Context: an optimization exercise on an open-source flow, tuned for small area. The choices shown serve that exercise and are no tape-out recipe.
At most, simulation tests tie the RTL to the original design; equivalence was not proved.

==> inputs of job 1518 <==
// multicycle_datapath
module multicycle_datapath
#(
  parameter int                DATA_W   = 32,
  parameter int                ADDR_W   = 32,
  parameter logic [ADDR_W-1:0] RESET_PC = '0
) (
  input  logic              clk,
  input  logic              reset,
  output logic [ADDR_W-1:0] imem_addr,
  input  logic [31:0]       imem_rdata,
  output logic [ADDR_W-1:0] dmem_addr,
  output logic [DATA_W-1:0] dmem_wdata,
  output logic              dmem_rd,
  output logic              dmem_wr,
  input  logic [DATA_W-1:0] dmem_rdata,
  input  logic              dmem_ready,
  output logic [DATA_W-1:0] Dout,
  output logic [3:0]        flags,
  output logic              illegal
);
==> module mc_add, before the edit <==
module mc_add
#(
  parameter int N = 32
) (
  input  logic [N-1:0] a,
  input  logic [N-1:0] b,
  input  logic         ci,
  output logic [N-1:0] s,
  output logic         co
);
  localparam int L = $clog2(N);
  logic [N-1:0] p;
  logic [N-1:0] g;
  logic [N-1:0] gl [0:L];
  logic [N-1:0] pl [0:L];
  logic [N:0]   c;
  always_comb begin
    p = a ^ b;
    g = a & b;
    gl[0] = g;
    pl[0] = p;
    gl[0][0] = g[0] | (p[0] & ci);
    for (int l = 1; l <= L; l++) begin
      gl[l] = gl[l-1];
      pl[l] = pl[l-1];
      for (int i = 0; i < N; i++)
        if (((i + 1) % (1 << l)) == 0) begin
          gl[l][i] = gl[l-1][i] | (pl[l-1][i] & gl[l-1][i - (1 << (l-1))]);
          pl[l][i] = pl[l-1][i] & pl[l-1][i - (1 << (l-1))];
        end
    end
    c[0] = ci;
    for (int i = 0; i < N; i++) begin
      logic gg;
      int   k;
      gg = 1'b0;
      k  = 0;
      for (int l = L; l >= 0; l--) begin
        if ((((i + 1) >> l) & 1) == 1) begin
          gg = gl[l][k + (1 << l) - 1] | (pl[l][k + (1 << l) - 1] & gg);
          k  = k + (1 << l);
        end
      end
      c[i+1] = gg;
    end
    s  = p ^ c[N-1:0];
    co = c[N];
  end
endmodule
export LEC_CHECK = 0
export CAP_MARGIN = 20
export CORE_MARGIN = 2
export CORE_UTILIZATION = 40
export SLEW_MARGIN = 20
create_clock -name core_clock -period 10.0 [get_ports {clk}]
run.sh (not shown) runs the stock make flow with config.mk's settings and CLKGATE_MAP_FILE= SYNTH_SCRIPT=/design/flow/synth_recipe.tcl, a recipe that flattens the netlist after the stock synthesis.
==> inputs of job 1854, as changes to job 1518 <==
--- a/flow/design.v
+++ b/flow/design.v
@@ -39,7 +39,7 @@
   output logic [N-1:0] s,
   output logic         co
 );
-  localparam int L = $clog2(N);
+  localparam int L = (N > 32) ? 6 : (N > 16) ? 5 : (N > 8) ? 4 : (N > 4) ? 3 : (N > 2) ? 2 : 1;
   logic [N-1:0] p;
   logic [N-1:0] g;
   logic [N-1:0] gl [0:L];
==> flow/flow/run.sh (new file) <==
#!/bin/bash
# Own layout flow: the standard ORFS flow (standard synthesis unchanged),
# with the port buffers made from the smallest buffer cell and the clock
# tree built without dummy loads. Each tool's output goes to its own log
# here (make.log; ORFS's per-step logs stay under orfs/logs).
set -euo pipefail
export BUFFER_PORTS_ARGS="-buffer_cell sky130_fd_sc_hd__buf_1"
export CTS_ARGS="-sink_clustering_enable -repair_clock_nets -sink_clustering_size 30 -sink_clustering_max_diameter 100 -buf_list sky130_fd_sc_hd__clkbuf_16 -dont_use_dummy_load"
bash standard.sh finish > make.log 2>&1
==> flow/standard.sh (new file) <==
#!/bin/bash
# synth_recipe.tcl (not shown) runs the flow's synth.tcl, then flattens the netlist and writes it again
# the make line also repeats each setting of config.mk as NAME=value (left out here)
make -C /OpenROAD-flow-scripts/flow DESIGN_CONFIG=/design/flow/config.mk WORK_HOME=/design/flow/orfs CLKGATE_MAP_FILE= SYNTH_SCRIPT=/design/flow/synth_recipe.tcl "${@:-finish}"
CTS_BUF_LIST = sky130_fd_sc_hd__clkbuf_16   (was unset)
CTS_CLUSTER_DIAMETER = 100   (was unset)
CTS_CLUSTER_SIZE = 30   (was unset)
SYNTH_HIERARCHICAL = 1   (was unset)
removed: flow/run.sh
==> impl_metrics.tcl <==
set metrics [dict create \
    critical-path-max-stage-delay_ns 0.64 \
    r2r_cells 34 \
    swShare_pct 35.0 \
    worst_slack_ns 0.618 \
    final_cell_mix "1054 x edfxtp_1, 385 x a22oi_1, 213 x nand2_1" \
    multiInputGateArea_sq_mm 0.0121 \
    p_comb_uw 3780 \
    status "timing/DRC/antenna clean" \
    multi_input_area_share_pct 24.2 \
    synth_cells 3078 \
    synth.area.top_cells "edfxtp_1 69%, a22oi_1 6.3%, dfxtp_1 3.1%" \
]
The numbers above come from job 1854.

==> impl_metrics.tcl <==
set metrics [dict create \
    status "timing/DRC/antenna clean" \
    critical-path-max-stage-delay_ns 0.88 \
    p_comb_uw 6230 \
    multi_input_area_share_pct 25.4 \
    r2r_cells 38 \
    synth_cells 3552 \
    final_cell_mix "1054 x edfxtp_1, 353 x nand2_1, 252 x buf_4" \
    multiInputGateArea_sq_mm 0.0147 \
    worst_slack_ns 0.361 \
    min_to "flags_q[2]$_SDFFE_PP0P_" \
]
The numbers above come from job 1518.

Function not checked in job 1518: the RTL went through the layout flow alone.

* * *

==> v26 <==
multicycle_datapath, a different RTL version from the one above (not shown whole).
export LEC_CHECK = 0
export CAP_MARGIN = 20
export CORE_MARGIN = 2
export CORE_UTILIZATION = 40
export CTS_BUF_LIST = sky130_fd_sc_hd__clkbuf_16
export CTS_CLUSTER_DIAMETER = 100
export CTS_CLUSTER_SIZE = 30
export SLEW_MARGIN = 20
export SYNTH_HIERARCHICAL = 1
create_clock -name core_clock -period 10.0 [get_ports {clk}]
standard.sh (not shown) runs the stock make flow with config.mk's settings and CLKGATE_MAP_FILE= SYNTH_SCRIPT=/design/flow/synth_recipe.tcl, a recipe that flattens the netlist after the stock synthesis.
==> flow/flow/run.sh <==
#!/bin/bash
# Own layout flow. It is the standard ORFS flow with four changes:
#  * the register-file read multiplexer (module mc_rf_read, which holds no
#    registers) is taken from flow/rf_read_gl.v, a hand-mapped gate-level
#    version of the same logic; the rest of the design goes through the
#    standard synthesis script (synth_recipe.tcl);
#  * ABC maps with a relaxed delay target (see below);
#  * the port buffers use the smallest buffer cell;
#  * the clock tree is built without dummy loads.
# The standard synthesis of the unmodified design is also run (in std/) and
# its registers (names and cell types) are compared with ours.
# Each tool's output goes to a log of its own in this folder (std_synth.log,
# make.log); ORFS's per-step logs stay under orfs/logs and std/logs.
set -euo pipefail
W=$(pwd)

# design with the gate-level read multiplexer
python3 - "$W" <<'PY'
import re, sys
w = sys.argv[1]
src = open(f"{w}/design.v").read()
gl = open(f"{w}/flow/rf_read_gl.v").read()
new, n = re.subn(r"^module mc_rf_read\b.*?^endmodule\b", lambda m: gl.strip(), src, flags=re.S | re.M)
assert n == 1, "mc_rf_read not found exactly once"
open(f"{w}/design_gl.v", "w").write(new)
cfg = open(f"{w}/config.mk").read()
cfg2 = re.sub(r"^export VERILOG_FILES = .*$", f"export VERILOG_FILES = {w}/design_gl.v", cfg, flags=re.M)
assert cfg2 != cfg
open(f"{w}/config_gl.mk", "w").write(cfg2)
PY

# reference: the standard synthesis
sed -e "s#WORK_HOME=[^ ]*#WORK_HOME=$W/std#" standard.sh > std.sh
bash std.sh synth > std_synth.log 2>&1

# the layout: the synthesis script is synth_recipe.tcl with one change, the
# ABC script (flow/abc_area_relaxed.script: ORFS's speed script with the
# mapper allowed to trade delay for area, &nf -R 100)
{ head -n 1 synth_recipe.tcl
  echo "proc abc {args} { set i [lsearch \$args -script]; if {\$i >= 0} { set args [lreplace \$args [expr {\$i+1}] [expr {\$i+1}] $W/flow/abc_area_relaxed.script] }; yosys abc {*}\$args }"
  tail -n +2 synth_recipe.tcl; } > own_synth.tcl
sed -e "s#DESIGN_CONFIG=[^ ]*#DESIGN_CONFIG=$W/config_gl.mk#" -e "s#SYNTH_SCRIPT=[^ ]*#SYNTH_SCRIPT=$W/own_synth.tcl#" standard.sh > own.sh
export BUFFER_PORTS_ARGS="-buffer_cell sky130_fd_sc_hd__buf_1"
export CTS_ARGS="-sink_clustering_enable -repair_clock_nets -sink_clustering_size 28 -sink_clustering_max_diameter 100 -buf_list sky130_fd_sc_hd__clkbuf_16 -dont_use_dummy_load"
bash own.sh synth > make.log 2>&1

# same registers as the standard synthesis?
python3 - "$W" <<'PY'
import re, sys
w = sys.argv[1]
def flops(p):
    v = open(p).read()
    return sorted((n, c) for c, n in re.findall(r"^\s*(sky130_fd_sc_hd__\w*df\w*)\s+(\S+)\s*\(", v, re.M))
a = flops(f"{w}/std/results/sky130hd/multicycle_datapath/base/1_2_yosys.v")
b = flops(f"{w}/orfs/results/sky130hd/multicycle_datapath/base/1_2_yosys.v")
print("registers:", len(a), len(b), "same" if a == b else "DIFFERENT")
assert a and a == b
PY

bash own.sh finish >> make.log 2>&1
==> flow/flow/abc_area_relaxed.script <==
&get -n
&st
&dch
&nf -R 100
&st
&syn2
&if -g -K 6
&synch2
&nf -R 100
&st
&syn2
&if -g -K 6
&synch2
&nf -R 100
&st
&syn2
&if -g -K 6
&synch2
&nf -R 100
&st
&syn2
&if -g -K 6
&synch2
&nf -R 100
&st
&syn2
&if -g -K 6
&synch2
&nf -R 100
&put
buffer -c
topo
stime -c
upsize -c
dnsize -c
Other scripts of this flow, unchanged in this note and not shown: flow/flow/rf_read_gl.v
==> v20: changes against v26 <==
--- a/flow/flow/run.sh
+++ b/flow/flow/run.sh
@@ -1,3 +1,3 @@
 #!/bin/bash
-# Own layout flow. It is the standard ORFS flow with four changes:
+# Own layout flow. It is the standard ORFS flow with three changes:
 #  * the register-file read multiplexer (module mc_rf_read, which holds no
@@ -5,4 +5,3 @@
 #    version of the same logic; the rest of the design goes through the
-#    standard synthesis script (synth_recipe.tcl);
-#  * ABC maps with a relaxed delay target (see below);
+#    standard synthesis unchanged (synth_recipe.tcl);
 #  * the port buffers use the smallest buffer cell;
@@ -12,3 +11,3 @@
 # Each tool's output goes to a log of its own in this folder (std_synth.log,
-# make.log); ORFS's per-step logs stay under orfs/logs and std/logs.
+# make.log, def.log); ORFS's per-step logs stay under orfs/logs and std/logs.
 set -euo pipefail
@@ -35,9 +34,4 @@
 
-# the layout: the synthesis script is synth_recipe.tcl with one change, the
-# ABC script (flow/abc_area_relaxed.script: ORFS's speed script with the
-# mapper allowed to trade delay for area, &nf -R 100)
-{ head -n 1 synth_recipe.tcl
-  echo "proc abc {args} { set i [lsearch \$args -script]; if {\$i >= 0} { set args [lreplace \$args [expr {\$i+1}] [expr {\$i+1}] $W/flow/abc_area_relaxed.script] }; yosys abc {*}\$args }"
-  tail -n +2 synth_recipe.tcl; } > own_synth.tcl
-sed -e "s#DESIGN_CONFIG=[^ ]*#DESIGN_CONFIG=$W/config_gl.mk#" -e "s#SYNTH_SCRIPT=[^ ]*#SYNTH_SCRIPT=$W/own_synth.tcl#" standard.sh > own.sh
+# the layout
+sed -e "s#DESIGN_CONFIG=[^ ]*#DESIGN_CONFIG=$W/config_gl.mk#" standard.sh > own.sh
 export BUFFER_PORTS_ARGS="-buffer_cell sky130_fd_sc_hd__buf_1"
--- a/flow/config.mk
+++ b/flow/config.mk
@@ -9,3 +9,3 @@
 export CORE_MARGIN = 2
-export CORE_UTILIZATION = 40
+export CORE_UTILIZATION = 60
 export CTS_BUF_LIST = sky130_fd_sc_hd__clkbuf_16
removed: flow/flow/abc_area_relaxed.script
==> impl_metrics.toml <==
[outcome]
status = "complete, no violations"

[global_route]
grt_pass1_wl_um = 231400
gr-usage-met2 = 0.3881

[place]
post-place-ws_ps = 522.7

[final_layout]
final_util = 0.4282
area_growth_pct = 6.668
inv_count = 44
fill_cells = 10610

[drt]
via_count = 35700
viasPerCell = 6.590
wire_per_inst_um = 29.51

[floorplan]
die_width_um = 339.3

[yosys]
synth_xor_area_frac = 0.01750
synth.area.top_cells = "dfxtp_1 (47%), a22o_1 (20%), a222oi_1 (7.1%)"

[worst_hold_path]
hold_start = "regs[25][7]"

[power]
p_int_mw = 6.143

[sta]
min_period_ps = 9394

[critical_path]
worstPathArrival_ps = 9990
[end of results for v26]
==> impl_metrics.toml <==
[power]
seq-power_mw = 4.79
p_int_mw = 6.180

[global_route]
grt_pass1_wl_um = 240900

[final_layout]
area_growth_pct = 5.375
final_util = 0.6405
inv_count = 76
fill_cells = 5906

[drt]
via_count = 38100
viasPerCell = 7.681
wire_per_inst_um = 33.31

[outcome]
status = "complete, no violations"

[yosys]
synth.area.top_cells = "dfxtp_1 (47%), a22o_1 (19%), a222oi_1 (7.1%)"

[sta]
min_period_ps = 9636

[floorplan]
die_width_um = 278.8

[worst_hold_path]
hold_start = "regs[31][10]"

[critical_path]
worstPathArrival_ps = 10160
[end of results for v20]

## static timing again, ports no longer ideal
The flow's constraints put no driver on any port. The routed layouts listed below were extracted and timed again, unchanged, in two steps. Step 1: set_driving_cell puts a clkbuf_16 on clk and a buf_2 on each other input, an assumption about the parent block. Step 2 also shifts input and output timing later by t, the mid clock arrival at the registers, as if the neighbouring blocks saw the same clock. Three values: ideal, step 1, step 2; two values: the first two.
run	t, ns	setup WS [ns]	worst setup path after step 2
job 1518	0.817	0.361 / 0.361 / 0.361	register to register
job 1854	0.696	0.618 / 0.618 / 0.618	register to register
v26	0.729	0.606 / 0.606 / 0.606	register to register
v20	0.693	0.364 / 0.364 / 0.364	register to register
After both steps setup and hold are still met in every run listed.
